Context: an optimization exercise on an open-source flow, tuned for small area. The choices shown serve that exercise and are no tape-out recipe. RTL that was checked went through simulation tests only; none was proved equivalent to the original. Power figures rest on the tool's default switching activity, not on a simulated workload.

==> flow/design.v (excerpt) <==
module boreal_ledger
#(
  parameter int DEPTH = 16,
  parameter int AW    = $clog2(DEPTH)
) (
  input  logic          clk,
  input  logic          rst,
  input  logic          ledger_wr_en,
  input  logic [31:0]   wr_opcode,
  input  logic [31:0]   wr_nonce,
  input  logic          wr_committed,
  input  logic [31:0]   wr_policy_hash,
  input  logic          rd_ready,
  output logic          rd_valid,
  output logic [31:0]   rd_seq,
  output logic [31:0]   rd_opcode,
  output logic [31:0]   rd_nonce,
  output logic [31:0]   rd_policy_hash,
  output logic          rd_committed,
  output logic [31:0]   rd_chain,
  output logic [AW:0]   ledger_count,
  output logic          ledger_full,
  output logic          overflow,
  output logic [15:0]   drop_count,
  output logic [31:0]   chain_head
);
==> module boreal_ledger_mem, before the edit <==
module boreal_ledger_mem
#(
  parameter int DEPTH = 16,
  parameter int AW    = $clog2(DEPTH)
) (
  input  logic               clk,
  input  logic               wr_en,
  input  logic [AW-1:0]      wr_addr,
  input  logic [ENTRY_W-1:0] wr_data,
  input  logic [AW-1:0]      rd_addr,
  output logic [ENTRY_W-1:0] rd_data
);
  logic [ENTRY_W-1:0] mem [DEPTH];
  always_ff @(posedge clk) begin
    if (wr_en) begin
      mem[wr_addr] <= wr_data;
    end
  end
  assign rd_data = mem[rd_addr];
endmodule
==> module boreal_ledger, before the edit <==
module boreal_ledger
#(
  parameter int DEPTH = 16,
  parameter int AW    = $clog2(DEPTH)
) (
  input  logic          clk,
  input  logic          rst,
  input  logic          ledger_wr_en,
  input  logic [31:0]   wr_opcode,
  input  logic [31:0]   wr_nonce,
  input  logic          wr_committed,
  input  logic [31:0]   wr_policy_hash,
  input  logic          rd_ready,
  output logic          rd_valid,
  output logic [31:0]   rd_seq,
  output logic [31:0]   rd_opcode,
  output logic [31:0]   rd_nonce,
  output logic [31:0]   rd_policy_hash,
  output logic          rd_committed,
  output logic [31:0]   rd_chain,
  output logic [AW:0]   ledger_count,
  output logic          ledger_full,
  output logic          overflow,
  output logic [15:0]   drop_count,
  output logic [31:0]   chain_head
);
  logic [31:0]        seq_ctr;
  logic [31:0]        prev_chain;
  logic               pop;
  logic               wr_accept;
  logic [31:0]        chain_next;
  logic [AW:0]        count_next;
  logic [ENTRY_W-1:0] wr_data;
  logic [ENTRY_W-1:0] rd_data;
  assign pop = rd_valid && rd_ready;
  assign wr_accept = ledger_wr_en && (!ledger_count[AW] || pop);
  assign chain_next = boreal_ledger_pkg::ledger_chain_mix(chain_head, seq_ctr, wr_opcode,
                                       wr_nonce, wr_policy_hash,
                                       wr_committed);
  assign wr_data = {wr_opcode, wr_nonce, wr_policy_hash, wr_committed};
  always_comb begin
    count_next = ledger_count;
    case ({wr_accept, pop})
      2'b10:   count_next = ledger_count + 1'b1;
      2'b01:   count_next = ledger_count - 1'b1;
      default: count_next = ledger_count;
    endcase
  end
  always_ff @(posedge clk) begin
    if (rst) begin
      seq_ctr      <= '0;
      chain_head   <= LEDGER_CHAIN_SEED;
      ledger_count <= '0;
      overflow     <= 1'b0;
      drop_count   <= '0;
    end else begin
      if (wr_accept) begin
        seq_ctr    <= seq_ctr + 32'd1;
        chain_head <= chain_next;
      end else if (ledger_wr_en) begin
        overflow <= 1'b1;
        if (drop_count != 16'hFFFF) begin
          drop_count <= drop_count + 16'd1;
        end
      end
      ledger_count <= count_next;
    end
  end
  assign ledger_full = ledger_count[AW];
  always_ff @(posedge clk) begin
    if (rst) begin
      rd_valid   <= 1'b0;
      prev_chain <= LEDGER_CHAIN_SEED;
    end else if (!rd_valid) begin
      if (ledger_count != '0) begin
        rd_valid <= 1'b1;
      end
    end else if (rd_ready) begin
      rd_valid   <= 1'b0;
      prev_chain <= rd_chain;
    end
  end
  assign rd_seq = seq_ctr - {{(31-AW){1'b0}}, ledger_count};
  boreal_ledger_mem #(
    .DEPTH (DEPTH),
    .AW    (AW)
  ) u_mem (
    .clk     (clk),
    .wr_en   (wr_accept),
    .wr_addr (seq_ctr[AW-1:0]),
    .wr_data (wr_data),
    .rd_addr (rd_seq[AW-1:0]),
    .rd_data (rd_data)
  );
  assign rd_opcode      = rd_data[OPCODE_LSB +: 32];
  assign rd_nonce       = rd_data[NONCE_LSB +: 32];
  assign rd_policy_hash = rd_data[POLICY_LSB +: 32];
  assign rd_committed   = rd_data[COMMITTED_BIT];
  assign rd_chain       = boreal_ledger_pkg::ledger_chain_mix(prev_chain, rd_seq, rd_opcode,
                                       rd_nonce, rd_policy_hash,
                                       rd_committed);
endmodule
Settings: LEC_CHECK=0, CAP_MARGIN=20, CORE_MARGIN=2, CORE_UTILIZATION=40, SLEW_MARGIN=20; clock period 5.0 ns.
run.sh (not shown) runs the stock make flow with config.mk's settings and CLKGATE_MAP_FILE= SYNTH_SCRIPT=/design/flow/synth_recipe.tcl, a recipe that flattens the netlist after the stock synthesis.
The first run finished but failed the layout checks on setup timing.
Change:
--- a/flow/design.v
+++ b/flow/design.v
@@ -27,7 +27,7 @@
   input  logic               wr_en,
   input  logic [AW-1:0]      wr_addr,
   input  logic [ENTRY_W-1:0] wr_data,
-  input  logic [AW-1:0]      rd_addr,
+  input  logic [DEPTH-1:0]   rd_sel,
   output logic [ENTRY_W-1:0] rd_data
 );
   logic [ENTRY_W-1:0] mem [DEPTH];
@@ -36,7 +36,12 @@
       mem[wr_addr] <= wr_data;
     end
   end
-  assign rd_data = mem[rd_addr];
+  always_comb begin
+    rd_data = '0;
+    for (int i = 0; i < DEPTH; i++) begin
+      rd_data = rd_data | ({ENTRY_W{rd_sel[i]}} & mem[i]);
+    end
+  end
 endmodule
 import boreal_ledger_pkg::*;
 module boreal_ledger
@@ -67,6 +72,7 @@
 );
   logic [31:0]        seq_ctr;
   logic [31:0]        prev_chain;
+  logic [DEPTH-1:0]   rd_sel;
   logic               pop;
   logic               wr_accept;
   logic [31:0]        chain_next;
@@ -112,6 +118,7 @@
     if (rst) begin
       rd_valid   <= 1'b0;
       prev_chain <= LEDGER_CHAIN_SEED;
+      rd_sel     <= DEPTH'(1);
     end else if (!rd_valid) begin
       if (ledger_count != '0) begin
         rd_valid <= 1'b1;
@@ -119,6 +126,7 @@
     end else if (rd_ready) begin
       rd_valid   <= 1'b0;
       prev_chain <= rd_chain;
+      rd_sel     <= {rd_sel[DEPTH-2:0], rd_sel[DEPTH-1]};
     end
   end
   assign rd_seq = seq_ctr - {{(31-AW){1'b0}}, ledger_count};
@@ -130,7 +138,7 @@
     .wr_en   (wr_accept),
     .wr_addr (seq_ctr[AW-1:0]),
     .wr_data (wr_data),
-    .rd_addr (rd_seq[AW-1:0]),
+    .rd_sel  (rd_sel),
     .rd_data (rd_data)
   );
   assign rd_opcode      = rd_data[OPCODE_LSB +: 32];
Effect: The new run finished clean. Cell area falls by a little under a tenth. Via count rises by a little under a tenth. Routed wire length rises by about a fifth. Clock-buffer cell count rises by 8. Final cell count falls by a few percent. Die area falls by a few percent. Clock skew falls by 20 ps. Setup slack improved by 580 ps. Total power falls by well over a third.
No functional check of the RTL was part of the second run of this note.

[what the ideal ports hide]
In the flow no input, the clock included, has a driving cell. The finished layouts below were timed again as built, in two steps. Step 1 assumes that a clkbuf_16 drives the clock port and a buf_2 every other input. Step 2 adds t to the input delays and takes it off the output delays; t is the mean of the earliest and latest rising clock arrival at the registers after step 1. Input paths then give back, and output paths get back, about the clock's delay inside the block. Three values: ideal ports, drivers, drivers and shift; two values: the first two.
| run | t (ns) | setup slack, ns | hold slack, ns | clock arrival spread, ns | worst data-port slew with drivers (ns) |
|---|---|---|---|---|---|
| the first run | 0.887 | -0.507 / -0.597 / 0.290 | 0.488 / 0.488 / 0.488 | 0.064 / 0.065 | 0.20 |
| the second run | 0.879 | 0.068 / -0.017 / 0.862 | 0.453 / 0.453 / 0.453 | 0.044 / 0.044 | 0.20 |
